This design comes from an exercise in tuning for small area, a short achievable clock period and few clock cycles per item on the open sky130 flow, not from production work.
Where RTL was checked, it was by simulation tests only, not by an equivalence proof against the original.
Power and IR drop assume default switching activity.

==> inputs of exp/quartz <==
// float_to_pcm24_output_conditioner_top
module float_to_pcm24_output_conditioner_top (
   input  logic                clock,
   input  logic                reset,
   input  logic                req_valid,
   output logic                req_stall,
   input  logic [31:0]         req_left_sample_bits,
   input  logic [31:0]         req_right_sample_bits,
   output logic                rsp_valid,
   input  logic                rsp_stall,
   output logic signed [23:0]  rsp_left_word,
   output logic signed [23:0]  rsp_right_word,
   output logic [15:0]         rsp_peak_x1000,
   output logic [15:0]         rsp_nan_total,
   input  logic                csr_wr_en,
   input  logic [16:0]         csr_wr_data
);
Settings: LEC_CHECK=0, ABC_AREA=1, CAP_MARGIN=20, CELL_PAD_IN_SITES_DETAIL_PLACEMENT=1, CELL_PAD_IN_SITES_GLOBAL_PLACEMENT=2, CORE_MARGIN=2, CORE_UTILIZATION=40, CTS_BUF_LIST=sky130_fd_sc_hd__clkbuf_4 sky130_fd_sc_hd__clkbuf_8, SETUP_SLACK_MARGIN=5, SLEW_MARGIN=20, SYNTH_HIERARCHICAL=1, SYNTH_MINIMUM_KEEP_SIZE=0; clock period 10.0 ns.
standard.sh (not shown) runs the stock make flow with config.mk's settings and CLKGATE_MAP_FILE= SYNTH_SCRIPT=/design/flow/synth_recipe.tcl, a recipe that flattens the netlist after the stock synthesis.
==> flow/flow/run.sh <==
#!/bin/bash
# The standard layout (the standard.sh, all steps), with the port buffers
# that global placement inserts made of the smallest plain buffer instead of
# the flow's default choice; repair may still resize them. Each tool's output
# goes to standard.log here; ORFS's own per-step logs stay under orfs/logs.
set -euo pipefail
export BUFFER_PORTS_ARGS="-buffer_cell sky130_fd_sc_hd__buf_1"
bash standard.sh > standard.log 2>&1
==> inputs of exp/xenon, as changes to exp/quartz <==
--- a/flow/design.v
+++ b/flow/design.v
@@ -13,15 +13,18 @@
    input  logic [16:0] v,
    input  logic [17:0] v3,
    output logic [39:0] q
 );
    logic [11:0] s1, s2, s3;
    genvar gi;
-   for (gi = 0; gi < 12; gi++) begin : g_sel
+   for (gi = 0; gi < 11; gi++) begin : g_sel
       fpc_sel u_sel (.d(m[2*gi +: 2]), .s1(s1[gi]), .s2(s2[gi]), .s3(s3[gi]));
    end
+   assign s1[11] = 1'b0;
+   assign s2[11] = ~m[22];
+   assign s3[11] =  m[22];
    logic pp_0_0, pp_0_1, pp_0_2, pp_0_3, pp_0_4, pp_0_5, pp_0_6, pp_0_7;
    logic pp_0_8, pp_0_9, pp_0_10, pp_0_11, pp_0_12, pp_0_13, pp_0_14, pp_0_15;
    logic pp_0_16, pp_0_17, pp_1_0, pp_1_1, pp_1_2, pp_1_3, pp_1_4, pp_1_5;
    logic pp_1_6, pp_1_7, pp_1_8, pp_1_9, pp_1_10, pp_1_11, pp_1_12, pp_1_13;
    logic pp_1_14, pp_1_15, pp_1_16, pp_1_17, pp_2_0, pp_2_1, pp_2_2, pp_2_3;
    logic pp_2_4, pp_2_5, pp_2_6, pp_2_7, pp_2_8, pp_2_9, pp_2_10, pp_2_11;
Settings changed: CELL_PAD_IN_SITES_DETAIL_PLACEMENT 1 to unset, CELL_PAD_IN_SITES_GLOBAL_PLACEMENT 2 to unset, CORE_UTILIZATION 40 to 60.
==> inputs of exp/ember, as changes to exp/quartz <==
--- a/flow/design.v
+++ b/flow/design.v
@@ -13,15 +13,18 @@
    input  logic [16:0] v,
    input  logic [17:0] v3,
    output logic [39:0] q
 );
    logic [11:0] s1, s2, s3;
    genvar gi;
-   for (gi = 0; gi < 12; gi++) begin : g_sel
+   for (gi = 0; gi < 11; gi++) begin : g_sel
       fpc_sel u_sel (.d(m[2*gi +: 2]), .s1(s1[gi]), .s2(s2[gi]), .s3(s3[gi]));
    end
+   assign s1[11] = 1'b0;
+   assign s2[11] = ~m[22];
+   assign s3[11] =  m[22];
    logic pp_0_0, pp_0_1, pp_0_2, pp_0_3, pp_0_4, pp_0_5, pp_0_6, pp_0_7;
    logic pp_0_8, pp_0_9, pp_0_10, pp_0_11, pp_0_12, pp_0_13, pp_0_14, pp_0_15;
    logic pp_0_16, pp_0_17, pp_1_0, pp_1_1, pp_1_2, pp_1_3, pp_1_4, pp_1_5;
    logic pp_1_6, pp_1_7, pp_1_8, pp_1_9, pp_1_10, pp_1_11, pp_1_12, pp_1_13;
    logic pp_1_14, pp_1_15, pp_1_16, pp_1_17, pp_2_0, pp_2_1, pp_2_2, pp_2_3;
    logic pp_2_4, pp_2_5, pp_2_6, pp_2_7, pp_2_8, pp_2_9, pp_2_10, pp_2_11;
==> summary.md <==
| Metric | Value |
|---|---|
| Final non-filler cell total | 7242 |
| Initial DRC count | 6130 |
| Worst-path maximum fanout | 10 |
| Clock power share | 0.090 |
| Met1 GRT Util | 0.521 |
| Post-layout min period | 4940 ps |
| CTS HTree Levels | 2 |
| PwrDens | 308 mW/mm2 |
| CP cell instances | nand2_1 > clkinv_4 > clkinvlp_4 > buf_4 > o21ai_0 > a21oi_1 > fa_1 > fa_1 > fa_1 > fa_1 > ha_2 > nand2_1 > nand2_1 > inv_1 > o21ai_0 > nand2_1 > nand2_1 > a21oi_1 > nand3_1 > nand2_1 |
| Filler cell count | 6084 |
| CP Buf/Inv Count | 4 |
| Vias per cell | 6.06 |
| Slew margin rel. | 0.228 |
| Status | finished clean |
The numbers above come from exp/xenon.

==> summary.md <==
| Metric | Value |
|---|---|
| Status | failed layout checks |
| Fail Reasons | slew limit |
| PwrDens | 310 mW/mm2 |
| Slew margin rel. | -0.0120 |
| Vias per cell | 5.66 |
| Fin Setup TNS | 0 ps |
| CP Buf/Inv Count | 3 |
| Initial DRC count | 2958 |
| CP cell instances | nand2_2 > clkinvlp_4 > buf_4 > a22o_1 > a21oi_1 > fa_1 > fa_1 > fa_1 > fa_1 > ha_4 > nand2_1 > nor2_1 > inv_1 > nor3_1 > nand2_2 > nand3_1 > nand2_1 |
| Hold slack final | 419 ps |
| Filler cell count | 13300 |
| Post-layout min period | 4930 ps |
| Worst-path maximum fanout | 6 |
| CTS HTree Levels | 3 |
| Fin. max-slew vios | 18 |
The numbers above come from exp/quartz.

==> summary.md <==
| Metric | Value |
|---|---|
| CP max stage cell | fa_2 |
| CTS HTree Levels | 2 |
| CP Buf/Inv Count | 6 |
| Clock power share | 0.086 |
| Filler cell count | 13400 |
| Status | finished clean |
| Post-layout min period | 4930 ps |
| Max power group | combinational logic |
| Total power | 15.4 mW |
| Clock Sinks | 306 |
| Final non-filler cell total | 7740 |
| N_diodes | 3 |
| Slew margin rel. | 0.334 |
| Met1 GRT Util | 0.435 |
The numbers above come from exp/ember.

Testbench counts of exp/xenon, summed over its fixed seeds: cycles 4,824, items 4,800.
Testbench counts of exp/ember, summed over its fixed seeds: cycles 4,824, items 4,800.
Function not checked in exp/quartz: the RTL went through the layout flow alone.


==> inputs of run a <==
float_to_pcm24_output_conditioner_top, a different RTL version from the one above (not shown whole).
==> flow/config.mk <==
export PLATFORM = sky130hd
export DESIGN_NAME = float_to_pcm24_output_conditioner_top
export DESIGN_NICKNAME = float_to_pcm24_output_conditioner_top
export VERILOG_FILES = /design/flow/design.v
export SDC_FILE = /design/flow/constraint.sdc
export NUM_CORES = 4
export LEC_CHECK = 0
export CAP_MARGIN = 20
export CELL_PAD_IN_SITES_DETAIL_PLACEMENT = 1
export CELL_PAD_IN_SITES_GLOBAL_PLACEMENT = 2
export CORE_MARGIN = 2
export CORE_UTILIZATION = 40
export CTS_BUF_LIST = sky130_fd_sc_hd__clkbuf_4 sky130_fd_sc_hd__clkbuf_8
export SETUP_SLACK_MARGIN = 5
export SLEW_MARGIN = 20
export SYNTH_HIERARCHICAL = 1
export SYNTH_MINIMUM_KEEP_SIZE = 0
==> flow/constraint.sdc <==
create_clock -name core_clock -period 10.0 [get_ports {clock}]
set_input_delay 2.0000 -clock core_clock [delete_from_list [all_inputs] [get_ports {clock}]]
set_output_delay 2.0000 -clock core_clock [all_outputs]
set_load 0.01 [all_outputs]
Scripts as last shown in full above: flow/flow/run.sh
==> run b: changes against run a <==
CELL_PAD_IN_SITES_DETAIL_PLACEMENT = not set   (was 1)
CELL_PAD_IN_SITES_GLOBAL_PLACEMENT = not set   (was 2)
CORE_UTILIZATION = 50   (was 40)
==> notes <==
- Between run b and run a, the lower non-clock buffer count is in run b (gap 37).
- In run b the global-route usage is higher than in run a, by 3.8 points.
- In synthesized cell count, run b and run a do not differ.
- In run a the power is higher than in run b, by about 4%.
==> figures <==
quantity	run a	run b
Area after DPL	0.0395 mm²	0.0391 mm²
Sum of routed wire segments on met1	65,400 µm	56,900 µm
Multi-Input Combinational	2,883	2,875
Clock Latency Late Sink	0.76 ns	0.70 ns
Signal arrival time at the worst endpoint	5.78 ns	5.71 ns
Initial core utilization	40.3%	50.5%
Proportion of layout cells with a drive suffix above 1	22.0%	20.0%
Wire length of the first global-routing pass	233,000 µm	214,000 µm
Run status	finished clean	finished clean
Antenna violations before repair	3	4
Testbench counts of run a, summed over its fixed seeds: cycles 4,824, items 4,800.
Testbench counts of run b, summed over its fixed seeds: cycles 4,824, items 4,800.

-- afterwards: timing with drivers on the ports --
The results above use ideal ports. As a check the final layouts listed here were re-extracted and re-timed, cells and wires unchanged. Step 1 (the two cells are an assumption about what drives the block):
set clk [get_ports {clock}]
set_driving_cell -lib_cell sky130_fd_sc_hd__clkbuf_16 $clk
set_driving_cell -lib_cell sky130_fd_sc_hd__buf_2 [delete_from_list [all_inputs] $clk]
Step 2, shift: input delay + t, output delay - t, t = (earliest + latest rising clock arrival at the registers) / 2. This alone moves slack from input paths to output paths. Slacks: no drivers / after step 1 / after step 2; pairs: no drivers / after step 1.
| run | t (ns) | slack for setup (ns) | clock arrival spread, ns | slew at the worst register clock pin (ns) |
|---|---|---|---|---|
| exp/quartz | 0.752 | 5.066 / 5.066 / 5.066 | 0.048 / 0.047 | 0.07 / 0.07 |
| exp/xenon | 0.776 | 5.060 / 5.060 / 5.060 | 0.073 / 0.074 | 0.08 / 0.08 |
| exp/ember | 0.778 | 5.068 / 5.068 / 5.068 | 0.069 / 0.069 | 0.07 / 0.07 |
| run a | 0.803 | 4.681 / 4.681 / 4.587 | 0.044 / 0.045 | 0.06 / 0.06 |
| run b | 0.744 | 4.726 / 4.726 / 4.690 | 0.041 / 0.041 | 0.07 / 0.07 |
For run a, which loses most, drivers alone change the setup slack by 0.000 ns; drivers and shift together by -0.094 ns.
